What follows belongs to an exercise in optimizing a design on an open flow for small area, a short achievable clock period and few clock cycles; a production flow would make more cautious choices. The RTL was checked by simulation tests, not by an equivalence proof against the original design. Power is estimated from default activity; no workload was simulated.

<file path="flow/design.v">
`default_nettype none
package ipdc_pkg;
	localparam int unsigned IMG_DIM          = 8;
	localparam int unsigned WIN_DIM          = 4;
	localparam int unsigned IMG_PIXELS       = IMG_DIM * IMG_DIM;
	localparam int unsigned WIN_PIXELS       = WIN_DIM * WIN_DIM;
	localparam int unsigned MAX_ORIGIN_COORD = IMG_DIM - WIN_DIM;
	localparam int unsigned ZOOM_ORIGIN      = 2 * IMG_DIM + 2;
	localparam int unsigned CHROMA_OFFSET    = 1024;
	typedef logic [7:0] channel_t;
	typedef struct packed {
		channel_t b;
		channel_t g;
		channel_t r;
	} pixel_t;
	typedef logic [5:0] pix_addr_t;
	typedef logic [3:0] win_idx_t;
	typedef enum logic [2:0] {
		OP_LOAD    = 3'd0,
		OP_RIGHT   = 3'd1,
		OP_DOWN    = 3'd2,
		OP_DEFAULT = 3'd3,
		OP_ZOOM    = 3'd4,
		OP_MEDIAN  = 3'd5,
		OP_YCBCR   = 3'd6,
		OP_RGB     = 3'd7
	} op_mode_e;
endpackage
`default_nettype wire
`default_nettype none
module image_buffer (
	input  logic             i_clk,
	input  logic             i_wr0,       
	input  logic             i_wr32,      
	input  ipdc_pkg::pixel_t i_wr_data,
	input  logic [15:0]      i_sel,       
	output ipdc_pkg::pixel_t o_tap_data
);
	logic [23:0] ring [64];
	always_ff @(posedge i_clk) begin
		ring[0]  <= i_wr0  ? i_wr_data : ring[63];
		ring[32] <= i_wr32 ? i_wr_data : ring[31];
		for (int p = 1; p < 64; p++) begin
			if (p != 32) ring[p] <= ring[p-1];
		end
	end
	logic [23:0] tap_and [16];
	for (genvar k = 0; k < 16; k++) begin : g_tap
		assign tap_and[k] = ring[4*k+1] & {24{i_sel[k]}};
	end
	assign o_tap_data = tap_and[0] | tap_and[1] | tap_and[2] | tap_and[3]
		| tap_and[4] | tap_and[5] | tap_and[6] | tap_and[7]
		| tap_and[8] | tap_and[9] | tap_and[10] | tap_and[11]
		| tap_and[12] | tap_and[13] | tap_and[14] | tap_and[15];
endmodule
`default_nettype wire
`default_nettype none
module window_origin (
	input  logic [2:0] i_op,
	input  logic [2:0] i_row,
	input  logic [2:0] i_col,
	output logic [2:0] o_row,
	output logic [2:0] o_col
);
	always_comb begin
		o_row = i_row;
		o_col = i_col;
		case (i_op)
			3'd1: if (i_col != 3'd4) o_col = i_col + 3'd1;
			3'd2: if (i_row != 3'd4) o_row = i_row + 3'd1;
			3'd3: begin o_row = 3'd0; o_col = 3'd0; end
			3'd4: begin o_row = 3'd2; o_col = 3'd2; end
			default: ;
		endcase
	end
endmodule
`default_nettype wire
`default_nettype none
module op_ctrl (
	input  logic             i_clk,
	input  logic             i_rst_n,
	input  logic             i_op_valid,
	input  logic [2:0]       i_op_mode,
	input  logic             i_in_valid,
	input  ipdc_pkg::pixel_t i_in_data,
	output logic             o_in_ready,
	output logic             o_wr0,
	output logic             o_wr32,
	output ipdc_pkg::pixel_t o_wr_data,
	output logic             o_rd_valid,    
	output logic             o_rd_ycc,      
	output logic [15:0]      o_sel          
);
	logic        rdy;
	logic        ld_act;
	logic        ld_go;
	logic        img_valid;
	logic [5:0]  pcnt;
	logic [5:0]  ph;
	logic [5:0]  u;          
	logic [5:0]  sd;         
	logic [15:0] selc;       
	logic        pvlast;
	logic        xv;
	logic        yv;
	logic [2:0]  xm;
	logic [2:0]  ym;
	logic        xr;         
	logic        xd;         
	logic        xf;         
	logic        xz;         
	logic        xl;         
	logic        xc;         
	logic [2:0]  xm_n;
	logic        yr;         
	logic        yd;
	logic        yf;
	logic        yz;
	logic        yl;
	logic        yc;
	logic [3:0]  uoh;        
	logic [3:0]  phoh;       
	logic        seq_act;
	logic [3:0]  n;
	logic [15:0] sel;        
	logic        s1_v;
	logic        s1_pix;
	logic        s1_ycc;
	logic        ymode;
	logic [2:0]  org_r;
	logic [2:0]  org_c;
	logic        r_sat;      
	logic        c_sat;      
	logic        op_acc;
	logic        pix_acc;
	logic        enq;
	logic        p_last;
	logic [2:0]  nr;
	logic [2:0]  nc;
	logic        h_disp;
	logic        h_mode;
	logic        h_load;
	logic        aligned;
	logic [3:0]  tap0;
	logic        start;
	logic        pop;
	logic        w0;
	logic        at32;
	logic        xv_n;
	logic        yv_n;
	logic        ld_act_n;
	logic        ld_go_n;
	logic        pix_rdy;
	logic        safe0;
	logic [15:0] oh_u;
	logic [15:0] oh_ph;
	logic [15:0] sel0;
	logic        rdy_hold;
	logic        rdy_enq;
	logic        rdy_load;
	assign op_acc  = i_op_valid & rdy & ~ld_act;
	assign pix_acc = i_in_valid & rdy & ld_act;
	assign enq     = op_acc & (i_op_mode != 3'd5);    
	assign p_last  = pcnt == 6'd63;
	assign w0      = pix_acc & (pcnt == 6'd0);         
	assign at32    = (pcnt != 6'd0) & (sd == 6'd31);
	window_origin u_window_origin (
		.i_op  (xm),
		.i_row (org_r),
		.i_col (org_c),
		.o_row (nr),
		.o_col (nc)
	);
	assign h_disp = xr | xd | xf | xz;
	assign h_mode = xc;
	assign h_load = xl;
	assign aligned = (xr & (c_sat ? uoh[0] : uoh[1]))
		| (xd & uoh[0])
		| (xf & phoh[0])
		| (xz & phoh[2]);
	always_comb begin
		tap0 = u[5:2];
		if (xd & ~r_sat) tap0 = u[5:2] - 4'd2;
		if (xf)          tap0 = ph[5:2];
		if (xz)          tap0 = {ph[5:4] - 2'd1, ph[3:2]};
	end
	for (genvar k = 0; k < 16; k++) begin : g_sel0
		assign oh_u[k]  = u[5:2] == 4'(k);
		assign oh_ph[k] = ph[5:2] == 4'(k);
		assign sel0[k]  = ((xr | (xd & r_sat)) & oh_u[k])
			| ((xd & ~r_sat) & oh_u[(k + 2) % 16])
			| (xf & oh_ph[k])
			| (xz & oh_ph[(k + 4) % 16]);
	end
	assign start = xv & ~seq_act & aligned;
	assign pop   = start | (xv & h_load) | (xv & ~seq_act & h_mode);
	assign xm_n = pop ? (yv ? ym : i_op_mode) : (xv ? xm : i_op_mode);
	assign xv_n = pop ? (yv | enq) : (xv | enq);
	assign yv_n = pop ? (yv & enq) : (yv | (xv & enq));
	assign ld_act_n = ld_act ? ~(pix_acc & p_last) : (op_acc & (i_op_mode == 3'd0));
	assign ld_go_n  = ld_act_n & (ld_go | (pop & h_load));
	logic [1:0] sc;
	logic [1:0] sq;
	logic [3:0] fail;
	assign sc   = n[3:2];
	assign sq   = n[1:0];
	assign selc = (sq == 2'd0) ? {sel[0], sel[15:1]} : sel;
	assign fail[0] = ~sq[1] & selc[0];
	assign fail[1] = (sc <= 2'd2) & (selc[1] | (~sq[1] & selc[2]));
	assign fail[2] = (sc <= 2'd1) & (selc[2] | selc[3] | (~sq[1] & selc[4]));
	assign fail[3] = (sc == 2'd0) & (selc[3] | selc[4] | selc[5] | (~sq[1] & selc[6]));
	assign safe0   = ~seq_act | (fail == 4'd0);
	always_comb begin
		if (!(ld_go | (pop & h_load))) begin
			pix_rdy = 1'b0;
		end else if (pcnt == 6'd0) begin
			pix_rdy = safe0;
		end else begin
			pix_rdy = ~seq_act & (sd[4:0] == 5'd30);
		end
	end
	assign rdy_hold = pop | ~yv;                        
	assign rdy_enq  = ~(pop ? yv : (yv | xv));           
	assign rdy_load = ld_act ? (pix_acc | pix_rdy)
		: (op_acc ? ((i_op_mode == 3'd0) ? 1'b0 : (i_op_mode == 3'd5) ? rdy_hold : rdy_enq)
			: rdy_hold);
	always_ff @(posedge i_clk or negedge i_rst_n) begin
		if (!i_rst_n) begin
			ld_act    <= 1'b0;
			ld_go     <= 1'b0;
			img_valid <= 1'b0;
			pcnt      <= '0;
			ph        <= '0;
			u         <= '0;
			uoh       <= 4'b0001;
			phoh      <= 4'b0001;
			pvlast    <= 1'b0;
			xv        <= 1'b0;
			yv        <= 1'b0;
			r_sat     <= 1'b0;
			c_sat     <= 1'b0;
			seq_act   <= 1'b0;
			s1_v      <= 1'b0;
			ymode     <= 1'b0;
			org_r     <= '0;
			org_c     <= '0;
		end else begin
			ld_act    <= ld_act_n;
			ld_go     <= ld_go_n;
			img_valid <= img_valid | pvlast;
			pcnt      <= pcnt + 6'(pix_acc);
			ph        <= w0 ? 6'd0 : ph + 6'd1;
			phoh      <= w0 ? 4'b0001 : {phoh[2:0], phoh[3]};
			if (w0) begin
				uoh <= 4'b0001 << 2'(2'd0 - org_c[1:0]);
			end else if (start) begin
				uoh <= 4'b0010;
			end else begin
				uoh <= {uoh[2:0], uoh[3]};
			end
			if (w0) begin
				u <= 6'd0 - {org_r, org_c};
			end else if (start) begin
				u <= {tap0, 2'b01};
			end else begin
				u <= u + 6'd1;
			end
			pvlast    <= pix_acc & p_last;
			xv        <= xv_n;
			yv        <= yv_n;
			if (start) begin
				seq_act <= 1'b1;
				r_sat   <= nr == 3'd4;
				c_sat   <= nc == 3'd4;
				s1_v    <= 1'b1;
				org_r   <= nr;
				org_c   <= nc;
			end else if (seq_act) begin
				s1_v    <= 1'b1;
				if (n == 4'd15) seq_act <= 1'b0;
			end else if (pop && h_mode) begin
				s1_v    <= 1'b1;
				ymode   <= ~xm[0];
			end else if (pvlast) begin
				s1_v    <= 1'b1;
			end else begin
				s1_v    <= 1'b0;
			end
		end
	end
	always_ff @(posedge i_clk) begin
		rdy <= rdy_load;
		if (w0) begin
			sd <= 6'd63;
		end else if (!pix_acc) begin
			sd <= sd + 6'd1;
		end
		xm <= xm_n;
		if (pop & yv) begin
			xr <= yr;
			xd <= yd;
			xf <= yf;
			xz <= yz;
			xl <= yl;
			xc <= yc;
		end else if (pop | ~xv) begin
			xr <= i_op_mode == 3'd1;
			xd <= i_op_mode == 3'd2;
			xf <= i_op_mode == 3'd3;
			xz <= i_op_mode == 3'd4;
			xl <= i_op_mode == 3'd0;
			xc <= i_op_mode[2] & i_op_mode[1];
		end
		ym <= (yv & ~pop) ? ym : i_op_mode;
		if (~yv | pop) begin
			yr <= i_op_mode == 3'd1;
			yd <= i_op_mode == 3'd2;
			yf <= i_op_mode == 3'd3;
			yz <= i_op_mode == 3'd4;
			yl <= i_op_mode == 3'd0;
			yc <= i_op_mode[2] & i_op_mode[1];
		end
		if (start) begin
			n      <= 4'd1;
			sel    <= img_valid ? sel0 : 16'd0;
			s1_pix <= 1'b1;
			s1_ycc <= ymode;
		end else if (seq_act) begin
			n      <= n + 4'd1;
			if (n[1:0] == 2'd0) begin
				sel <= {sel[0], sel[15:1]};
			end
		end else begin
			s1_pix <= 1'b0;
			sel    <= '0;
		end
	end
	assign o_in_ready  = rdy;
	assign o_wr0       = pix_acc & ~at32;
	assign o_wr32      = pix_acc & at32;
	assign o_wr_data   = i_in_data;
	assign o_rd_valid  = s1_v;
	assign o_rd_ycc    = s1_ycc & s1_pix;
	assign o_sel       = sel;
endmodule
`default_nettype wire
`default_nettype none
module color_output (
	input  logic             i_clk,
	input  logic             i_rst_n,
	input  logic             i_valid,
	input  logic             i_ycc,      
	input  ipdc_pkg::pixel_t i_pixel,
	output logic             o_out_valid,
	output ipdc_pkg::pixel_t o_out_data
);
	logic [7:0] r;
	logic [7:0] g;
	logic [7:0] b;
	logic [7:0] rn;
	logic [7:0] gn;
	logic [7:0] bn;
	logic [8:0] y_a;
	logic [8:0] y_b;
	logic       y_c;
	logic [8:0] s3_y_a;
	logic [8:0] s3_y_b;
	logic       s3_y_c;
	logic [8:0] y_s;
	logic [8:0] cb_a;
	logic [8:0] cb_b;
	logic       cb_c;
	logic [8:0] s3_cb_a;
	logic [8:0] s3_cb_b;
	logic       s3_cb_c;
	logic [8:0] cb_s;
	logic [8:0] cr_a;
	logic [8:0] cr_b;
	logic       cr_c;
	logic [8:0] s3_cr_a;
	logic [8:0] s3_cr_b;
	logic       s3_cr_c;
	logic [8:0] cr_s;
	logic t1;
	logic t2;
	logic t3;
	logic t4;
	logic t5;
	logic t6;
	logic t7;
	logic t8;
	logic t9;
	logic t10;
	logic t11;
	logic t12;
	logic t13;
	logic t14;
	logic t15;
	logic t16;
	logic t17;
	logic t18;
	logic t19;
	logic t20;
	logic t21;
	logic t22;
	logic t23;
	logic t24;
	logic t25;
	logic t26;
	logic t27;
	logic t28;
	logic t29;
	logic t30;
	logic t31;
	logic t32;
	logic t33;
	logic t34;
	logic t35;
	logic t36;
	logic t37;
	logic t38;
	logic t39;
	logic t40;
	logic t41;
	logic t42;
	logic t43;
	logic t44;
	logic t45;
	logic t46;
	logic t47;
	logic t48;
	logic t49;
	logic t50;
	logic t51;
	logic t52;
	logic t53;
	logic t54;
	logic t55;
	logic t56;
	logic t57;
	logic t58;
	logic t59;
	logic t60;
	logic t61;
	logic t62;
	logic t63;
	logic t64;
	logic t65;
	logic t66;
	logic t67;
	logic t68;
	logic t69;
	logic t70;
	logic t71;
	logic t72;
	logic t73;
	logic t74;
	logic t75;
	logic t76;
	logic t77;
	logic t78;
	logic t79;
	logic t80;
	logic t81;
	logic t82;
	logic t83;
	logic t84;
	logic t85;
	logic t86;
	logic t87;
	logic t88;
	logic t89;
	logic t90;
	logic t91;
	logic t92;
	logic t93;
	logic t94;
	logic t95;
	logic t96;
	logic t97;
	logic t98;
	logic t99;
	logic t100;
	logic t101;
	logic t102;
	logic t103;
	logic t104;
	logic t105;
	logic t106;
	logic t107;
	logic t108;
	logic t109;
	logic t110;
	logic t111;
	logic t112;
	logic t113;
	logic t114;
	logic t115;
	logic t116;
	logic t117;
	logic t118;
	logic t119;
	logic t120;
	logic t121;
	logic t122;
	logic t123;
	logic t124;
	logic t125;
	logic t126;
	logic t127;
	logic t128;
	logic t129;
	logic t130;
	logic t131;
	logic t132;
	logic t133;
	logic t134;
	logic t135;
	logic t136;
	logic t137;
	logic t138;
	logic t139;
	logic t140;
	logic t141;
	logic t142;
	logic t143;
	logic t144;
	logic t145;
	logic t146;
	logic t147;
	logic t148;
	logic t149;
	logic t150;
	logic t151;
	logic t152;
	logic t153;
	logic t154;
	logic t155;
	logic t156;
	logic t157;
	logic t158;
	logic t159;
	logic t160;
	logic t161;
	logic t162;
	logic t163;
	logic t164;
	logic t165;
	logic t166;
	logic t167;
	logic t168;
	logic t169;
	logic t170;
	logic t171;
	logic t172;
	logic t173;
	logic t174;
	logic t175;
	logic t176;
	logic t177;
	logic t178;
	logic t179;
	logic t180;
	logic t181;
	logic t182;
	logic t183;
	logic t184;
	logic t185;
	logic t186;
	logic t187;
	logic t188;
	logic t189;
	logic t190;
	logic t191;
	logic t192;
	logic t193;
	logic t194;
	logic t195;
	logic t196;
	logic t197;
	logic t198;
	logic t199;
	logic t200;
	logic t201;
	logic t202;
	logic t203;
	logic t204;
	logic t205;
	logic t206;
	logic t207;
	logic t208;
	logic t209;
	logic t210;
	logic t211;
	logic t212;
	logic t213;
	logic t214;
	logic t215;
	logic t216;
	logic t217;
	logic t218;
	logic t219;
	logic t220;
	logic t221;
	logic t222;
	logic t223;
	logic t224;
	logic t225;
	logic t226;
	logic t227;
	logic t228;
	logic t229;
	logic t230;
	logic t231;
	logic t232;
	logic t233;
	logic t234;
	logic t235;
	logic t236;
	logic t237;
	logic t238;
	logic t239;
	logic t240;
	logic t241;
	logic t242;
	logic t243;
	logic t244;
	logic t245;
	logic t246;
	logic t247;
	logic t248;
	logic t249;
	logic t250;
	logic t251;
	logic t252;
	logic t253;
	logic t254;
	logic t255;
	logic t256;
	logic t257;
	logic t258;
	logic t259;
	logic t260;
	logic t261;
	logic t262;
	logic t263;
	logic t264;
	logic t265;
	logic t266;
	logic t267;
	logic t268;
	logic t269;
	logic t270;
	logic t271;
	logic t272;
	logic t273;
	logic t274;
	logic t275;
	logic t276;
	logic t277;
	logic t278;
	logic t279;
	logic t280;
	logic t281;
	logic t282;
	logic t283;
	logic t284;
	logic t285;
	logic t286;
	logic t287;
	logic t288;
	logic t289;
	logic t290;
	logic t291;
	logic t292;
	logic t293;
	logic t294;
	logic t295;
	logic t296;
	logic t297;
	logic t298;
	logic t299;
	logic t300;
	logic t301;
	logic t302;
	logic t303;
	logic t304;
	logic t305;
	logic t306;
	logic t307;
	logic t308;
	logic t309;
	logic t310;
	logic t311;
	logic t312;
	logic t313;
	logic t314;
	logic t315;
	logic t316;
	logic t317;
	logic t318;
	logic t319;
	logic t320;
	logic t321;
	logic t322;
	logic t323;
	logic t324;
	logic t325;
	logic t326;
	logic t327;
	logic t328;
	logic t329;
	logic t330;
	logic t331;
	logic t332;
	logic t333;
	assign r  = i_pixel[7:0];
	assign g  = i_pixel[15:8];
	assign b  = i_pixel[23:16];
	assign rn = ~r;
	assign gn = ~g;
	assign bn = ~b;
	always_comb begin
		t1 = r[1] ^ g[0];
		t2 = r[1] & g[0];
		t3 = r[2] ^ g[1];
		t4 = r[2] & g[1];
		t5 = r[3] ^ g[2];
		t6 = r[3] & g[2];
		t7 = r[4] ^ g[3];
		t8 = r[4] & g[3];
		t9 = r[5] ^ g[4];
		t10 = r[5] & g[4];
		t11 = r[6] ^ g[5];
		t12 = r[6] & g[5];
		t13 = t1 ^ g[2];
		t14 = t1 & g[2];
		t15 = t2 ^ t3 ^ g[3];
		t16 = (t2 & t3) | (t2 & g[3]) | (t3 & g[3]);
		t17 = t4 ^ t5 ^ g[4];
		t18 = (t4 & t5) | (t4 & g[4]) | (t5 & g[4]);
		t19 = t6 ^ t7 ^ g[5];
		t20 = (t6 & t7) | (t6 & g[5]) | (t7 & g[5]);
		t21 = t8 ^ t9 ^ g[6];
		t22 = (t8 & t9) | (t8 & g[6]) | (t9 & g[6]);
		t23 = t10 ^ t11 ^ g[7];
		t24 = (t10 & t11) | (t10 & g[7]) | (t11 & g[7]);
		t25 = t12 ^ r[7] ^ g[6];
		t26 = (t12 & r[7]) | (t12 & g[6]) | (r[7] & g[6]);
		t27 = r[0] & g[1];
		t28 = r[0] ^ g[1];
		t29 = t13 & 1'b1;
		t30 = t13 ^ 1'b1;
		t31 = t28 & g[0];
		t32 = t29 | (t30 & t27);
		t33 = t30 & t28;
		y_a = {1'b0, 1'b0, t26, t24, t22, t20, t18, t16, t14};
		y_b = {1'b0, 1'b0, g[7], t25, t23, t21, t19, t17, t15};
		y_c = t32;
		t34 = b[0] ^ rn[2];
		t35 = b[0] & rn[2];
		t36 = b[1] ^ rn[3];
		t37 = b[1] & rn[3];
		t38 = b[2] ^ rn[4];
		t39 = b[2] & rn[4];
		t40 = b[3] ^ rn[5];
		t41 = b[3] & rn[5];
		t42 = b[4] ^ rn[6];
		t43 = b[4] & rn[6];
		t44 = b[5] ^ rn[7];
		t45 = b[5] & rn[7];
		t46 = b[6] ^ gn[7];
		t47 = b[6] & gn[7];
		t48 = rn[1] ^ gn[0];
		t49 = rn[1] & gn[0];
		t50 = ~(t34 ^ gn[1]);
		t51 = t34 | gn[1];
		t52 = t35 ^ t36 ^ gn[2];
		t53 = (t35 & t36) | (t35 & gn[2]) | (t36 & gn[2]);
		t54 = t37 ^ t38 ^ gn[3];
		t55 = (t37 & t38) | (t37 & gn[3]) | (t38 & gn[3]);
		t56 = t39 ^ t40 ^ gn[4];
		t57 = (t39 & t40) | (t39 & gn[4]) | (t40 & gn[4]);
		t58 = t41 ^ t42 ^ gn[5];
		t59 = (t41 & t42) | (t41 & gn[5]) | (t42 & gn[5]);
		t60 = t43 ^ t44 ^ gn[6];
		t61 = (t43 & t44) | (t43 & gn[6]) | (t44 & gn[6]);
		t62 = ~(t45 ^ t46);
		t63 = t45 | t46;
		t64 = t47 ^ b[7];
		t65 = t47 & b[7];
		t66 = rn[0] & 1'b1;
		t67 = rn[0] ^ 1'b1;
		t68 = t48 & 1'b1;
		t69 = t48 ^ 1'b1;
		t70 = t49 & t50;
		t71 = t49 ^ t50;
		t72 = t68 | (t69 & t66);
		t73 = t69 & t67;
		t74 = t70 | (t71 & t68);
		t75 = t71 & t69;
		t76 = t74 | (t75 & t66);
		cb_a = {1'b0, t65, t63, t61, t59, t57, t55, t53, t51};
		cb_b = {1'b0, 1'b0, t64, t62, t60, t58, t56, t54, t52};
		cb_c = t76;
		t77 = r[1] ^ gn[2];
		t78 = r[1] & gn[2];
		t79 = r[2] ^ gn[3];
		t80 = r[2] & gn[3];
		t81 = r[3] ^ gn[4];
		t82 = r[3] & gn[4];
		t83 = r[4] ^ gn[5];
		t84 = r[4] & gn[5];
		t85 = r[5] ^ gn[6];
		t86 = r[5] & gn[6];
		t87 = r[0] ^ gn[1];
		t88 = r[0] & gn[1];
		t89 = t77 ^ gn[3] ^ bn[3];
		t90 = (t77 & gn[3]) | (t77 & bn[3]) | (gn[3] & bn[3]);
		t91 = t78 ^ t79 ^ gn[4];
		t92 = (t78 & t79) | (t78 & gn[4]) | (t79 & gn[4]);
		t93 = t80 ^ t81 ^ gn[5];
		t94 = (t80 & t81) | (t80 & gn[5]) | (t81 & gn[5]);
		t95 = t82 ^ t83 ^ gn[6];
		t96 = (t82 & t83) | (t82 & gn[6]) | (t83 & gn[6]);
		t97 = t84 ^ t85 ^ gn[7];
		t98 = (t84 & t85) | (t84 & gn[7]) | (t85 & gn[7]);
		t99 = t86 ^ r[6];
		t100 = t86 & r[6];
		t101 = gn[0] ^ gn[1];
		t102 = gn[0] & gn[1];
		t103 = t87 ^ gn[2] ^ bn[2];
		t104 = (t87 & gn[2]) | (t87 & bn[2]) | (gn[2] & bn[2]);
		t105 = ~(t88 ^ t89);
		t106 = t88 | t89;
		t107 = t90 ^ t91 ^ bn[4];
		t108 = (t90 & t91) | (t90 & bn[4]) | (t91 & bn[4]);
		t109 = t92 ^ t93 ^ bn[5];
		t110 = (t92 & t93) | (t92 & bn[5]) | (t93 & bn[5]);
		t111 = t94 ^ t95 ^ bn[6];
		t112 = (t94 & t95) | (t94 & bn[6]) | (t95 & bn[6]);
		t113 = t96 ^ t97 ^ bn[7];
		t114 = (t96 & t97) | (t96 & bn[7]) | (t97 & bn[7]);
		t115 = t98 ^ t99 ^ gn[7];
		t116 = (t98 & t99) | (t98 & gn[7]) | (t99 & gn[7]);
		t117 = t100 ^ r[7];
		t118 = t100 & r[7];
		t119 = gn[0] & bn[0];
		t120 = gn[0] ^ bn[0];
		t121 = t101 & bn[1];
		t122 = t101 ^ bn[1];
		t123 = t102 & t103;
		t124 = t102 ^ t103;
		t125 = t121 | (t122 & t119);
		t126 = t122 & t120;
		t127 = t123 | (t124 & t121);
		t128 = t124 & t122;
		t129 = t127 | (t128 & t119);
		cr_a = {1'b0, t118, t116, t114, t112, t110, t108, t106, t104};
		cr_b = {1'b0, 1'b0, t117, t115, t113, t111, t109, t107, t105};
		cr_c = t129;
	end
	logic s3_v;
	always_ff @(posedge i_clk or negedge i_rst_n) begin
		if (!i_rst_n) begin
			s3_v <= 1'b0;
		end else begin
			s3_v <= i_valid;
		end
	end
	always_ff @(posedge i_clk) begin
		o_out_valid <= s3_v;
		s3_y_a <= i_ycc ? y_a : {1'b0, r};
		s3_y_b <= i_ycc ? y_b : 9'd0;
		s3_y_c <= i_ycc & y_c;
		s3_cb_a <= i_ycc ? cb_a : {1'b0, g};
		s3_cb_b <= i_ycc ? cb_b : 9'd0;
		s3_cb_c <= i_ycc & cb_c;
		s3_cr_a <= i_ycc ? cr_a : {1'b0, b};
		s3_cr_b <= i_ycc ? cr_b : 9'd0;
		s3_cr_c <= i_ycc & cr_c;
	end
	always_comb begin
		t130 = s3_y_a[0] & s3_y_b[0];
		t131 = s3_y_a[0] ^ s3_y_b[0];
		t132 = s3_y_a[1] & s3_y_b[1];
		t133 = s3_y_a[1] ^ s3_y_b[1];
		t134 = s3_y_a[2] & s3_y_b[2];
		t135 = s3_y_a[2] ^ s3_y_b[2];
		t136 = s3_y_a[3] & s3_y_b[3];
		t137 = s3_y_a[3] ^ s3_y_b[3];
		t138 = s3_y_a[4] & s3_y_b[4];
		t139 = s3_y_a[4] ^ s3_y_b[4];
		t140 = s3_y_a[5] & s3_y_b[5];
		t141 = s3_y_a[5] ^ s3_y_b[5];
		t142 = s3_y_a[6] & s3_y_b[6];
		t143 = s3_y_a[6] ^ s3_y_b[6];
		t144 = s3_y_a[7] & s3_y_b[7];
		t145 = s3_y_a[7] ^ s3_y_b[7];
		t146 = s3_y_a[8] & s3_y_b[8];
		t147 = s3_y_a[8] ^ s3_y_b[8];
		t148 = t130 | (t131 & s3_y_c);
		t149 = t132 | (t133 & t130);
		t150 = t133 & t131;
		t151 = t134 | (t135 & t132);
		t152 = t135 & t133;
		t153 = t136 | (t137 & t134);
		t154 = t137 & t135;
		t155 = t138 | (t139 & t136);
		t156 = t139 & t137;
		t157 = t140 | (t141 & t138);
		t158 = t141 & t139;
		t159 = t142 | (t143 & t140);
		t160 = t143 & t141;
		t161 = t144 | (t145 & t142);
		t162 = t145 & t143;
		t163 = t146 | (t147 & t144);
		t164 = t147 & t145;
		t165 = t149 | (t150 & s3_y_c);
		t166 = t151 | (t152 & t148);
		t167 = t153 | (t154 & t149);
		t168 = t154 & t150;
		t169 = t155 | (t156 & t151);
		t170 = t156 & t152;
		t171 = t157 | (t158 & t153);
		t172 = t158 & t154;
		t173 = t159 | (t160 & t155);
		t174 = t160 & t156;
		t175 = t161 | (t162 & t157);
		t176 = t162 & t158;
		t177 = t163 | (t164 & t159);
		t178 = t164 & t160;
		t179 = t167 | (t168 & s3_y_c);
		t180 = t169 | (t170 & t148);
		t181 = t171 | (t172 & t165);
		t182 = t173 | (t174 & t166);
		t183 = t175 | (t176 & t167);
		t184 = t176 & t168;
		t185 = t177 | (t178 & t169);
		t186 = t178 & t170;
		t187 = t183 | (t184 & s3_y_c);
		t188 = t185 | (t186 & t148);
		t189 = t131 ^ s3_y_c;
		t190 = t133 ^ t148;
		t191 = t135 ^ t165;
		t192 = t137 ^ t166;
		t193 = t139 ^ t179;
		t194 = t141 ^ t180;
		t195 = t143 ^ t181;
		t196 = t145 ^ t182;
		t197 = t147 ^ t187;
		y_s = {t197, t196, t195, t194, t193, t192, t191, t190, t189};
		t198 = s3_cb_a[0] & s3_cb_b[0];
		t199 = s3_cb_a[0] ^ s3_cb_b[0];
		t200 = s3_cb_a[1] & s3_cb_b[1];
		t201 = s3_cb_a[1] ^ s3_cb_b[1];
		t202 = s3_cb_a[2] & s3_cb_b[2];
		t203 = s3_cb_a[2] ^ s3_cb_b[2];
		t204 = s3_cb_a[3] & s3_cb_b[3];
		t205 = s3_cb_a[3] ^ s3_cb_b[3];
		t206 = s3_cb_a[4] & s3_cb_b[4];
		t207 = s3_cb_a[4] ^ s3_cb_b[4];
		t208 = s3_cb_a[5] & s3_cb_b[5];
		t209 = s3_cb_a[5] ^ s3_cb_b[5];
		t210 = s3_cb_a[6] & s3_cb_b[6];
		t211 = s3_cb_a[6] ^ s3_cb_b[6];
		t212 = s3_cb_a[7] & s3_cb_b[7];
		t213 = s3_cb_a[7] ^ s3_cb_b[7];
		t214 = s3_cb_a[8] & s3_cb_b[8];
		t215 = s3_cb_a[8] ^ s3_cb_b[8];
		t216 = t198 | (t199 & s3_cb_c);
		t217 = t200 | (t201 & t198);
		t218 = t201 & t199;
		t219 = t202 | (t203 & t200);
		t220 = t203 & t201;
		t221 = t204 | (t205 & t202);
		t222 = t205 & t203;
		t223 = t206 | (t207 & t204);
		t224 = t207 & t205;
		t225 = t208 | (t209 & t206);
		t226 = t209 & t207;
		t227 = t210 | (t211 & t208);
		t228 = t211 & t209;
		t229 = t212 | (t213 & t210);
		t230 = t213 & t211;
		t231 = t214 | (t215 & t212);
		t232 = t215 & t213;
		t233 = t217 | (t218 & s3_cb_c);
		t234 = t219 | (t220 & t216);
		t235 = t221 | (t222 & t217);
		t236 = t222 & t218;
		t237 = t223 | (t224 & t219);
		t238 = t224 & t220;
		t239 = t225 | (t226 & t221);
		t240 = t226 & t222;
		t241 = t227 | (t228 & t223);
		t242 = t228 & t224;
		t243 = t229 | (t230 & t225);
		t244 = t230 & t226;
		t245 = t231 | (t232 & t227);
		t246 = t232 & t228;
		t247 = t235 | (t236 & s3_cb_c);
		t248 = t237 | (t238 & t216);
		t249 = t239 | (t240 & t233);
		t250 = t241 | (t242 & t234);
		t251 = t243 | (t244 & t235);
		t252 = t244 & t236;
		t253 = t245 | (t246 & t237);
		t254 = t246 & t238;
		t255 = t251 | (t252 & s3_cb_c);
		t256 = t253 | (t254 & t216);
		t257 = t199 ^ s3_cb_c;
		t258 = t201 ^ t216;
		t259 = t203 ^ t233;
		t260 = t205 ^ t234;
		t261 = t207 ^ t247;
		t262 = t209 ^ t248;
		t263 = t211 ^ t249;
		t264 = t213 ^ t250;
		t265 = t215 ^ t255;
		cb_s = {t265, t264, t263, t262, t261, t260, t259, t258, t257};
		t266 = s3_cr_a[0] & s3_cr_b[0];
		t267 = s3_cr_a[0] ^ s3_cr_b[0];
		t268 = s3_cr_a[1] & s3_cr_b[1];
		t269 = s3_cr_a[1] ^ s3_cr_b[1];
		t270 = s3_cr_a[2] & s3_cr_b[2];
		t271 = s3_cr_a[2] ^ s3_cr_b[2];
		t272 = s3_cr_a[3] & s3_cr_b[3];
		t273 = s3_cr_a[3] ^ s3_cr_b[3];
		t274 = s3_cr_a[4] & s3_cr_b[4];
		t275 = s3_cr_a[4] ^ s3_cr_b[4];
		t276 = s3_cr_a[5] & s3_cr_b[5];
		t277 = s3_cr_a[5] ^ s3_cr_b[5];
		t278 = s3_cr_a[6] & s3_cr_b[6];
		t279 = s3_cr_a[6] ^ s3_cr_b[6];
		t280 = s3_cr_a[7] & s3_cr_b[7];
		t281 = s3_cr_a[7] ^ s3_cr_b[7];
		t282 = s3_cr_a[8] & s3_cr_b[8];
		t283 = s3_cr_a[8] ^ s3_cr_b[8];
		t284 = t266 | (t267 & s3_cr_c);
		t285 = t268 | (t269 & t266);
		t286 = t269 & t267;
		t287 = t270 | (t271 & t268);
		t288 = t271 & t269;
		t289 = t272 | (t273 & t270);
		t290 = t273 & t271;
		t291 = t274 | (t275 & t272);
		t292 = t275 & t273;
		t293 = t276 | (t277 & t274);
		t294 = t277 & t275;
		t295 = t278 | (t279 & t276);
		t296 = t279 & t277;
		t297 = t280 | (t281 & t278);
		t298 = t281 & t279;
		t299 = t282 | (t283 & t280);
		t300 = t283 & t281;
		t301 = t285 | (t286 & s3_cr_c);
		t302 = t287 | (t288 & t284);
		t303 = t289 | (t290 & t285);
		t304 = t290 & t286;
		t305 = t291 | (t292 & t287);
		t306 = t292 & t288;
		t307 = t293 | (t294 & t289);
		t308 = t294 & t290;
		t309 = t295 | (t296 & t291);
		t310 = t296 & t292;
		t311 = t297 | (t298 & t293);
		t312 = t298 & t294;
		t313 = t299 | (t300 & t295);
		t314 = t300 & t296;
		t315 = t303 | (t304 & s3_cr_c);
		t316 = t305 | (t306 & t284);
		t317 = t307 | (t308 & t301);
		t318 = t309 | (t310 & t302);
		t319 = t311 | (t312 & t303);
		t320 = t312 & t304;
		t321 = t313 | (t314 & t305);
		t322 = t314 & t306;
		t323 = t319 | (t320 & s3_cr_c);
		t324 = t321 | (t322 & t284);
		t325 = t267 ^ s3_cr_c;
		t326 = t269 ^ t284;
		t327 = t271 ^ t301;
		t328 = t273 ^ t302;
		t329 = t275 ^ t315;
		t330 = t277 ^ t316;
		t331 = t279 ^ t317;
		t332 = t281 ^ t318;
		t333 = t283 ^ t323;
		cr_s = {t333, t332, t331, t330, t329, t328, t327, t326, t325};
	end
	always_ff @(posedge i_clk) begin
		o_out_data[7:0]   <= y_s[8]  ? 8'hff : y_s[7:0];
		o_out_data[15:8]  <= cb_s[8] ? 8'hff : cb_s[7:0];
		o_out_data[23:16] <= cr_s[8] ? 8'hff : cr_s[7:0];
	end
endmodule
`default_nettype wire
`default_nettype none
module ipdc_top (
	input  logic             i_clk,
	input  logic             i_rst_n,
	input  logic             i_op_valid,
	input  logic [2:0]       i_op_mode,
	input  logic             i_in_valid,
	input  ipdc_pkg::pixel_t i_in_data,
	output logic             o_in_ready,
	output logic             o_out_valid,
	output ipdc_pkg::pixel_t o_out_data
);
	logic             wr0;
	logic             wr32;
	ipdc_pkg::pixel_t wr_data;
	logic             rd_valid;
	logic             rd_ycc;
	logic [15:0]      sel;
	ipdc_pkg::pixel_t tap_data;
	logic             s2_v;
	logic             s2_ycc;
	ipdc_pkg::pixel_t s2_d;
	op_ctrl u_op_ctrl (
		.i_clk       (i_clk),
		.i_rst_n     (i_rst_n),
		.i_op_valid  (i_op_valid),
		.i_op_mode   (i_op_mode),
		.i_in_valid  (i_in_valid),
		.i_in_data   (i_in_data),
		.o_in_ready  (o_in_ready),
		.o_wr0       (wr0),
		.o_wr32      (wr32),
		.o_wr_data   (wr_data),
		.o_rd_valid  (rd_valid),
		.o_rd_ycc    (rd_ycc),
		.o_sel       (sel)
	);
	image_buffer u_image_buffer (
		.i_clk      (i_clk),
		.i_wr0      (wr0),
		.i_wr32     (wr32),
		.i_wr_data  (wr_data),
		.i_sel      (sel),
		.o_tap_data (tap_data)
	);
	always_ff @(posedge i_clk or negedge i_rst_n) begin
		if (!i_rst_n) begin
			s2_v   <= 1'b0;
			s2_ycc <= 1'b0;
		end else begin
			s2_v   <= rd_valid;
			s2_ycc <= rd_ycc;
		end
	end
	always_ff @(posedge i_clk) begin
		s2_d <= tap_data;
	end
	color_output u_color_output (
		.i_clk       (i_clk),
		.i_rst_n     (i_rst_n),
		.i_valid     (s2_v),
		.i_ycc       (s2_ycc),
		.i_pixel     (s2_d),
		.o_out_valid (o_out_valid),
		.o_out_data  (o_out_data)
	);
endmodule
`default_nettype wire
</file>
<file path="flow/run.sh">
#!/bin/bash
# synth_recipe.tcl (not shown) runs the flow's synth.tcl, then flattens the netlist and writes it again
# the make line also repeats each setting of config.mk as NAME=value (left out here)
make -C /OpenROAD-flow-scripts/flow DESIGN_CONFIG=/design/flow/config.mk WORK_HOME=/design/flow/orfs CLKGATE_MAP_FILE= SYNTH_SCRIPT=/design/flow/synth_recipe.tcl finish
</file>
<file path="flow/constraint.sdc">
create_clock -name core_clock -period 5.5 [get_ports {i_clk}]
set_input_delay 1.1000 -clock core_clock [delete_from_list [all_inputs] [get_ports {i_clk}]]
set_output_delay 1.1000 -clock core_clock [all_outputs]
set_load 0.01 [all_outputs]
</file>
<file path="flow/config.mk">
export PLATFORM = sky130hd
export DESIGN_NAME = ipdc_top
export DESIGN_NICKNAME = ipdc_top
export VERILOG_FILES = /design/flow/design.v
export SDC_FILE = /design/flow/constraint.sdc
export NUM_CORES = 4
export LEC_CHECK = 0
export CAP_MARGIN = 20
export CORE_MARGIN = 2
export CORE_UTILIZATION = 60
export CTS_BUF_LIST = sky130_fd_sc_hd__clkbuf_16
export CTS_CLUSTER_DIAMETER = 60
export CTS_CLUSTER_SIZE = 36
export PLACE_DENSITY = 0.7
export SETUP_SLACK_MARGIN = 3.4
export SLEW_MARGIN = 20
</file>
==> run notes, run 1 <==
ant diodes 0; Pre-Repair DR Iteration Count 8; endpoints failing setup 0; via count 19700; DR vias/cell 5.12; sequential-to-total area share from yosys stat 82.2%; MaxCap Viol Count 0; Total GRT Usage 20.7%; WS Path Type register to primary output; f_max 0.453 GHz; Crit path arrival time 1110 ps; clock skew 32.9 ps; largest net degree at the start of global routing 68; Net count, final 2983; WP data required 4400 ps; Clock transition at path regs 120 ps; Post-Syn Area per Cell 15.5 sq um; synthesized net count 2888; multi-input logic area 7080 sq um; Core Area 70100 sq um; PD cells 500 nW/um^2; Core Rows 97; Seq cells post-synth 1726; post-synthesis cell type count 73; Synth top area share 77.5%; Die Y 271 um; Ys Warns 7; RSZ-0062 raised after global routing yes; Least-Margin Pin Slew 860 ps; Final ANT Viol Nets 0; DIE AREA 73200 sq um; commonest non-fill, non-tap cell in the layout dfxtp_1; # fillers 4864; Post-synth EDFFs 28; vias in the first global route 19900; # hold bufs at CTS 0; Final Hold Vio Count 0; Critical path buffers and inverters 1; period utilisation layout 40.2%; post-DP HPWL 45.5 mm; number of CTS-inserted buffers 71; grt total ovfl 0; leakage dissipation 19.0 nW; Initial Utilization 60.8%; die width 271 um; layout cells sized above 1 10.6%; cells after synthesis 2758; CTS tree yes; max-slew violation count 0; CP delay by family, top flip-flops; setup TNS 0 ps; GPL Wtd Cong 0.835; top post-synthesis cells by area dfxtp_1, dfrtp_1, a22o_1; Worst Setup Start Kind register; Synth Flop Type dfxtp_1; most frequent cells in the layout dfxtp_1, a22o_1, a221oi_1, nand2_1, inv_1; Period minus WS final 2210 ps; # port buffers 56; status finished clean; Slew headroom 42.7%; clk root buf clkbuf_16; CTS sink count 1726; hold slack 311 ps; initial drt markers 1238; first-pass GRT wire length 117 mm; DRC 0; H-tree depth 3; CP Max Fanout 2; register area 35100 sq um; Clk Latency, worst-skew pair 660 ps; synth-to-layout area growth 10.4%; CP max stage cell dfxtp_4; crit path capture type primary output; worst hold path class register to register; initial antenna violation count 4; CP max stage delay 360 ps; final WL 75.8 mm; Peak supply drop 0.329 mV; ys async rst share 2.67%; Ports 57; crit-path cells buf_6; maximum root-to-sink buffer count 3; per-cell routed wire length 19.7 um; Synth area leader dfxtp_1; Cell Area, Synth 42600 sq um
layout make-up:
cell class                 instances  area share (%)
inverter                          82           0.670
tap                              940            2.50
clock inverter                    50            1.48
timing repair buffer             102            1.85
multi-input combinational        870            15.0
sequential                      1726            74.5
clock buffer                      74            3.93
kinds of logic (layout without fill, tap and decap cells):
kind of cell               count (synthesis)  after routing  share of synthesized area (%)
AOI/OAI and AO/OA                        383            383                           6.83
xor gates and xnor gates                  29             29                          0.596
adders and majority gates                 99             99                           3.34
buffers and inverters                    164            308                           1.57
DFF                                     1726           1726                           82.2
muxes                                     76             76                           2.15
and+or+nand+nor                          281            283                           3.29
report_power, final:
| part | total (W) | switching [W] | leakage [nW] | internal (W) |
|---|---|---|---|---|
| Clock | 0.00681 | 0.00401 | 1.24 | 0.00280 |
| Combinational | 0.00247 | 0.00156 | 3.57 | 0.000910 |
| Sequential | 0.0142 | 0.000679 | 14.2 | 0.0136 |
| Total | 0.0235 | 0.00625 | 19.0 | 0.0173 |
cells in the mapped netlist (all sizes together) (3+ instances only):
library cell	count
nor3b	4
o22ai	14
ha	74
a22oi	7
a31oi	7
nor2	57
nand2	85
xor2	17
o21ai	60
nand3	21
a2bb2oi	3
a21oi	43
and2	18
nor2b	24
or2	10
buf	21
clkbuf	61
o21a	7
nor3	10
dfxtp	1652
o21bai	3
nand2b	10
a21boi	4
o31ai	3
edfxtp	28
a221oi	96
fa	25
a21o	7
a22o	106
o22a	3
nand4	27
mux2	66
and3	6
mux2i	10
inv	81
xnor2	12
dfrtp	44
worst paths after layout:
path	startpoint	endpoint	cells after the start	slack (ps)
min reg2reg	u_image_buffer.ring[55][10]	u_image_buffer.ring[56][10]	0	310
min in group asynchronous	i_rst_n	u_op_ctrl.ph[4]	1	450
max in group asynchronous	i_rst_n	u_op_ctrl.org_c[0]	1	4590
max	u_op_ctrl.rdy	o_in_ready	1	3290
min	u_image_buffer.ring[55][10]	u_image_buffer.ring[56][10]	0	310
max reg2reg	u_op_ctrl.xd	u_op_ctrl.xc	6	3400
per-stage QoR:
step / power (W) / utilization (%) / instances / instance area [sq um] / setup slack [ps]
after floorplan: 0.0157 / - / 2758 / 42700 / 3410
after global placement: 0.0165 / 63.0 / 3691 / 44200 / 2080
after detailed placement: 0.0166 / 63.0 / 3691 / 44200 / 2070
after CTS: 0.0235 / 66.7 / 3832 / 46800 / 3260
after global routing: 0.0244 / 67.1 / 3844 / 47100 / 3260
final: 0.0235 / 67.1 / 3844 / 47100 / 3290
registers in the layout, summed over array words and instances, names as in the netlist, 7 cells and up:
register	cells
u_color_output.s3_cr_a	8
u_op_ctrl.sel	16
u_color_output.s3_cb_b	7
s2_d	24
u_color_output.s3_y_a	8
u_color_output.o_out_data	24
u_color_output.s3_y_b	7
u_color_output.s3_cb_a	8
u_color_output.s3_cr_b	7
u_image_buffer.ring	1536
repair_timing:
item                                    4_1_cts  5_1_grt
resized for setup                           134       43
endpoints found under the setup margin      124       85
pin swaps                                     2        8
setup buffers                                16       10
gates cloned                                  1        2
per-layer routing:
| metal | wire (um) | GRT usage, % |
|---|---|---|
| met3 | 3010 | 2.83 |
| met1 | 36600 | 30.0 |
| met2 | 34700 | 33.2 |
| met4 | 1420 | 5.34 |
| met5 | 0 | 0 |
Testbench counts, summed over its fixed seeds: cycles 6,749.
==> inputs of run 2 (changes only) <==
--- a/flow/config.mk
+++ b/flow/config.mk
@@ -9,3 +9,3 @@
 export CORE_MARGIN = 2
-export CORE_UTILIZATION = 60
+export CORE_UTILIZATION = 55
 export CTS_BUF_LIST = sky130_fd_sc_hd__clkbuf_16
@@ -13,3 +13,3 @@
 export CTS_CLUSTER_SIZE = 36
-export PLACE_DENSITY = 0.7
+export PLACE_DENSITY = 0.65
 export SETUP_SLACK_MARGIN = 3.4
==> run notes, run 2 <==
# hold bufs at CTS 0; Peak supply drop 0.306 mV; worst r2r dst s2_d[23]; CTS tree yes; leakage dissipation 19.2 nW; Flop pwr share 59.2%; number of CTS-inserted buffers 75; CP Launch Point u_op_ctrl.rdy; # port buffers 56; Core Area 77100 sq um; hold slack 316 ps; Ports 57; Least-Margin Pin Slew 714 ps; most frequent cell after synthesis dfxtp_1; busiest grt layer met2; maximum root-to-sink buffer count 3; status finished clean; Clock transition at path regs 120 ps; ys async rst share 2.67%; Reg-to-Reg Start u_op_ctrl.sel[10]; global routing usage on met3 2.59%; multi-input logic area 7120 sq um; grt total ovfl 0; Clk Latency, worst-skew pair 680 ps; initial antenna violation count 3; largest family of logic cells by synthesized area compound AO/OA/AOI/OAI gates; RSZ-0062 raised after global routing yes; Post-Syn Area per Cell 15.5 sq um; CP max stage cell dfxtp_4; Pint 0.0175 W; first-pass GRT wire length 118 mm; met1 layer usage reported by global route 28.3%; CP delay by family, top flip-flops; Clk pwr share 30.4%; Compound-Gate Fraction of Synth Area 6.83%; synth-to-layout area growth 11.6%; Die Y 282 um; CP Max Fanout 4; setup TNS 0 ps; met2 usage 31.2%; largest net degree at the start of global routing 68; crit-path cells buf_6; Net count, final 2987; final WL 77.8 mm; post-DP HPWL 47.0 mm; Slew headroom 52.4%; DRC 0; cells after synthesis 2758; vias in the first global route 20100; CP max stage delay 370 ps; period utilisation layout 40.8%; switching power 0.00652 W; Period minus WS final 2250 ps; Pre-Repair DR Iteration Count 6; Post-Synth XOR/XNOR Area 0.596%; via count 19900; register area 35100 sq um; CTS sink count 1726; Reg2Reg Depth 4; sequential-to-total area share from yosys stat 82.2%; Post-Synth Adder-Cell Area 3.34%; post-synthesis mux area share 2.15%; WS Path Type register to primary output; Post-synth EDFFs 28; Initial Utilization 55.3%; endpoints failing setup 0; PD cells 505 nW/um^2; Placed Instances 3791; DR vias/cell 5.03; switch share 27.1%; Cell Area, Synth 42600 sq um; post-synthesis cell type count 73; most frequent cells after synthesis dfxtp_1, a22o_1, a221oi_1; synthesized net count 2888; Top Registers u_image_buffer.ring x1536, s2_d x24, u_color_output.o_out_data x24; Largest register FFs 1536; Worst Setup Start Kind register; crit path capture type primary output; Core Rows 102; GPL Wtd Cong 0.810; simple-gate portion of the synthesized area 3.29%; top post-synthesis cells by area dfxtp_1, dfrtp_1, a22o_1; Crit path arrival time 1150 ps; Ys Warns 7; ant diodes 0; Critical path buffers and inverters 1; MaxCap Viol Count 0; commonest non-fill, non-tap cell in the layout dfxtp_1; Synth top area share 77.5%; # fillers 5678; Seq cells post-synth 1726; worst hold path class register to register; CP endpoint o_in_ready; Total GRT Usage 19.6%; clk root buf clkbuf_16; combinational share of power 10.4%; Synth area leader dfxtp_1; Synth Flop Type dfxtp_1; DIE AREA 79800 sq um; clock skew 32.4 ps; fin cells 3950; most frequent cells in the layout dfxtp_1, a22o_1, a221oi_1, nand2_1, inv_1; fin area 47600 sq um; largest register by flop count u_image_buffer.ring; per-cell routed wire length 19.7 um; f_max 0.445 GHz; initial drt markers 1439; placed instance area 44300 sq um; Final Hold Vio Count 0; die width 282 um; max-slew violation count 0; layout cells sized above 1 11.5%; Final ANT Viol Nets 0; WP data required 4400 ps; reg2reg setup slack 3380 ps; H-tree depth 3; Crit. path cell count 1
## run 2: cell counts after synthesis
Identical to the previous run, type by type.
## run 2: what timing repair did
| action | 4_1_cts | 5_1_grt |
|---|---|---|
| buffers inserted | 20 | 6 |
| endpoints found under the setup margin | 139 | 88 |
| hold endpoints to repair | 0 | 0 |
| resized for setup | 149 | 38 |
| gates cloned | 2 | 1 |
| pin swaps | 4 | 5 |
## run 2: area by class of cell
| class | instances | area share [%] |
|---|---|---|
| clock buffer | 75 | 3.94 |
| clock inverter | 55 | 2.02 |
| inverter | 82 | 0.657 |
| multi-input combinational | 870 | 15.0 |
| sequential | 1726 | 73.7 |
| tap | 1040 | 2.73 |
| timing repair buffer | 102 | 1.99 |
## run 2: power groups by stage
| stage | logic (W) | registers, W | clock network, W |
|---|---|---|---|
| after floorplan | 0.00155 | 0.0141 | 0 |
| after global placement | 0.00209 | 0.0145 | 0 |
| after global routing | 0.00275 | 0.0144 | 0.00791 |
| after detailed placement | 0.00216 | 0.0145 | 0 |
| after CTS | 0.00242 | 0.0142 | 0.00746 |
| final | 0.00250 | 0.0142 | 0.00732 |
## run 2: worst min-delay path by stage
stage | from | to | depth (start not counted)
finish | u_image_buffer.ring[35][22] | u_image_buffer.ring[36][22] | 0
global route | u_image_buffer.ring[35][22] | u_image_buffer.ring[36][22] | 0
CTS | u_image_buffer.ring[3][5] | u_image_buffer.ring[4][5] | 0
detailed placement | u_image_buffer.ring[32][8] | u_image_buffer.ring[33][8] | 0
global placement | u_image_buffer.ring[56][9] | u_image_buffer.ring[57][9] | 0
floorplan | u_image_buffer.ring[10][0] | u_image_buffer.ring[11][0] | 0
## run 2: cell families (layout without fill, tap and decap cells)
logic type,after synthesis,in the layout
DFF,1726,1726
AOI/OAI and AO/OA,383,383
and+or+nand+nor,281,283
buffers and inverters,164,314
adders and majority gates,99,99
muxes,76,76
xor gates and xnor gates,29,29
## run 2: through the flow
step / total power [W] / worst slack, ps / utilization (%)
2_1_floorplan: 0.0157 / 3410 / -
3_3_place_gp: 0.0166 / 1960 / 57.5
3_5_place_dp: 0.0167 / 1920 / 57.5
4_1_cts: 0.0241 / 3200 / 61.5
5_1_grt: 0.0250 / 3230 / 61.8
6_report: 0.0241 / 3250 / 61.8
## run 2: metal layers
layer | vias up | share of wire (%)
met5 | - | 0
met4 | 0 | 2.2
met3 | 112 | 4.2
met2 | 454 | 46
met1 | 9796 | 48
li1 | 9493 | -
==> inputs of run 3 (changes only) <==
--- a/flow/config.mk
+++ b/flow/config.mk
@@ -9,7 +9,7 @@
 export CORE_MARGIN = 2
-export CORE_UTILIZATION = 55
-export CTS_BUF_LIST = sky130_fd_sc_hd__clkbuf_16
-export CTS_CLUSTER_DIAMETER = 60
-export CTS_CLUSTER_SIZE = 36
-export PLACE_DENSITY = 0.65
+export CORE_UTILIZATION = 60
+export CTS_BUF_LIST = sky130_fd_sc_hd__clkbuf_8 sky130_fd_sc_hd__clkbuf_16
+export CTS_CLUSTER_DIAMETER = 50
+export CTS_CLUSTER_SIZE = 24
+export PLACE_DENSITY = 0.7
 export SETUP_SLACK_MARGIN = 3.4
==> run notes, run 3 <==
status finished clean; leakage dissipation 19.7 nW; setup TNS 0 ps; largest register by flop count u_image_buffer.ring; crit path capture type primary output; layout cells sized above 1 13.4%; most frequent cells after synthesis dfxtp_1, a22o_1, a221oi_1; CP Max Fanout 2; H-tree depth 3; most frequent cells in the layout dfxtp_1, clkbuf_16, a22o_1, a221oi_1, nand2_1; DR vias/cell 5.13; combinational share of power 9.5%; post-route worst setup slack 3270 ps; die width 271 um; MaxCap Viol Count 0; final core occ 69.2%; initial antenna violation count 4; Synth Flop Type dfxtp_1; Worst Setup Start Kind register; switching power 0.00667 W; GPL Wtd Cong 0.835; most frequent cell after synthesis dfxtp_1; Synth area leader dfxtp_1; Cell Area, Synth 42600 sq um; Top Registers u_image_buffer.ring x1536, s2_d x24, u_color_output.o_out_data x24; commonest non-fill, non-tap cell in the layout dfxtp_1; total power draw 0.0255 W; cells after synthesis 2758; crit-path cells buf_6; per-cell routed wire length 19.8 um; Post-synth EDFFs 28; Period minus WS final 2230 ps; DP Worst Slack 2070 ps; Pre-Repair DR Iteration Count 8; WS Path Type register to primary output; Least-Margin Pin Slew 923 ps; post-synthesis cell type count 73; endpoints failing setup 0; Reg-to-Reg Start u_op_ctrl.xd; Synth top area share 77.5%; RSZ-0062 raised after global routing yes; Total GRT Usage 21.3%; Crit path arrival time 1130 ps; Clock transition at path regs 80 ps; # port buffers 56; Pint 0.0188 W; grt total ovfl 0; CP delay by family, top flip-flops; worst hold path class register to register; clk root buf clkbuf_16; maximum root-to-sink buffer count 3; synthesized net count 2888; vias in the first global route 20700; Flop pwr share 55.6%; f_max 0.448 GHz; clock skew 35.6 ps; ant diodes 0; Reg2Reg Depth 6; first-pass GRT wire length 120 mm; WP data required 4400 ps; hold slack 297 ps; Net count, final 3026; Ys Warns 7; Core Rows 97; final WL 77.8 mm; Hold Path End u_image_buffer.ring[27][2]; sequential-to-total area share from yosys stat 82.2%; PD cells 526 nW/um^2; Critical path buffers and inverters 1; switch share 26.2%; # hold bufs at CTS 0; CP max stage cell dfxtp_4; initial drt markers 1343; hold depth 0; largest net degree at the start of global routing 68; period utilisation layout 40.6%; Die Y 271 um; Core Area 70100 sq um; synth-to-layout area growth 13.8%; Final ANT Viol Nets 0; Slew headroom 38.4%; post-DP HPWL 45.5 mm; Seq cells post-synth 1726; Peak supply drop 0.349 mV; via count 20100; reg2reg setup slack 3380 ps; Post-Syn Area per Cell 15.5 sq um; Ports 57; Final Hold Vio Count 0; worst hold start u_image_buffer.ring[26][2]; Clk pwr share 34.9%; CP max stage delay 350 ps; Largest register FFs 1536; worst r2r dst u_op_ctrl.xm[1]; max-slew violation count 0; CTS tree yes; DIE AREA 73200 sq um; top post-synthesis cells by area dfxtp_1, dfrtp_1, a22o_1; DRC 0; CTS sink count 1726; ys async rst share 2.67%; Clk Latency, worst-skew pair 690 ps; Initial Utilization 60.8%; number of CTS-inserted buffers 108
run 3: cell counts after synthesis:
Identical to the previous run, type by type.
run 3: worst max-delay path by stage:
stage,start,to,cells past startpoint
floorplan,i_in_valid,u_image_buffer.ring[32][10],6
global placement,i_in_valid,u_image_buffer.ring[32][1],6
detailed placement,i_in_valid,u_image_buffer.ring[32][0],6
CTS,u_color_output.o_out_data[1],o_out_data[1],1
global route,u_color_output.o_out_data[1],o_out_data[1],1
finish,u_op_ctrl.rdy,o_in_ready,1
run 3: per-layer routing:
layer / part of all wire, % / routed length (um) / track usage (%)
met1: 47 / 36800 / 30.0
met2: 47 / 36300 / 34.7
met3: 3.8 / 2930 / 3.35
met4: 2.2 / 1730 / 5.82
met5: 0 / 0 / 0
run 3: logic make-up after synthesis:
group,synth area share [%]
and+or+nand+nor,3.29
buffers and inverters,1.57
DFF,82.2
muxes,2.15
adders and majority gates,3.34
AOI/OAI and AO/OA,6.83
xor gates and xnor gates,0.596
run 3: worst register-to-register path, stage by stage (launching register included):
cell and delay (ps):
edfxtp_1 410, a222oi_1 500, o21ai_4 160, nor2_4 170, o21bai_4 120, nand3_4 190, mux2_4 320
run 3: final cells by class:
type	count	area, sq um
Tap cell	940	1180
Sequential cell	1726	35100
Clock inverter	80	1130
Multi-Input combinational cell	870	7110
Fill cell	4631	21600
Inverter	82	313
Clock buffer	115	2810
Timing Repair Buffer	108	882
run 3: power by group through the flow:
stage	clock network, W	registers, W	logic, W
6_report	0.00890	0.0142	0.00243
5_1_grt	0.00951	0.0143	0.00267
4_1_cts	0.00904	0.0142	0.00222
3_5_place_dp	0	0.0146	0.00209
3_3_place_gp	0	0.0145	0.00202
2_1_floorplan	0	0.0141	0.00155
run 3: metrics by stage:
stage / std cells / cell area (sq um)
6_report: 3921 / 48500
5_1_grt: 3921 / 48500
4_1_cts: 3902 / 48200
3_5_place_dp: 3691 / 44200
3_3_place_gp: 3691 / 44200
2_1_floorplan: 2758 / 42700
run 3: timing repair:
action                     in CTS  in global routing
setup endpoints to repair     118                114
pin swaps                       5                 11
setup buffers                  14                 19
gates cloned                    2                  0
resized for setup             131                 49

-- port drivers added, routing unchanged --
How much do the figures lean on ideal ports? The routed layouts below were timed once more, with nothing changed but the port constraints.
Step 1 (the two cells are an assumption about what drives the block):
set clk [get_ports {i_clk}]
set_driving_cell -lib_cell sky130_fd_sc_hd__clkbuf_16 $clk
set_driving_cell -lib_cell sky130_fd_sc_hd__buf_2 [delete_from_list [all_inputs] $clk]
Step 2 times the ports against the registers' clock, not the clock port: input delays grow and output delays shrink by t, the midpoint of the rising clock arrivals with the driver on.
Three values: no drivers, after step 1, after step 2; two values: the first two.
| run | shift t [ns] | setup WS [ns] | hold WS [ns] | worst data-port slew with drivers (ns) | pins driven straight from the clock port |
|---|---|---|---|---|---|
| run 1 | 0.698 | 3.292 / 3.229 / 2.879 | 0.311 / 0.311 / 0.311 | 0.07 | 1 |
| run 2 | 0.720 | 3.255 / 3.189 / 2.839 | 0.316 / 0.316 / 0.316 | 0.05 | 1 |
| run 3 | 0.740 | 3.266 / 3.203 / 2.715 | 0.297 / 0.297 / 0.297 | 0.08 | 1 |
After both steps setup and hold are still met in every run listed. For run 3, which loses most, drivers alone change the setup slack by -0.063 ns; drivers and shift together by -0.551 ns.
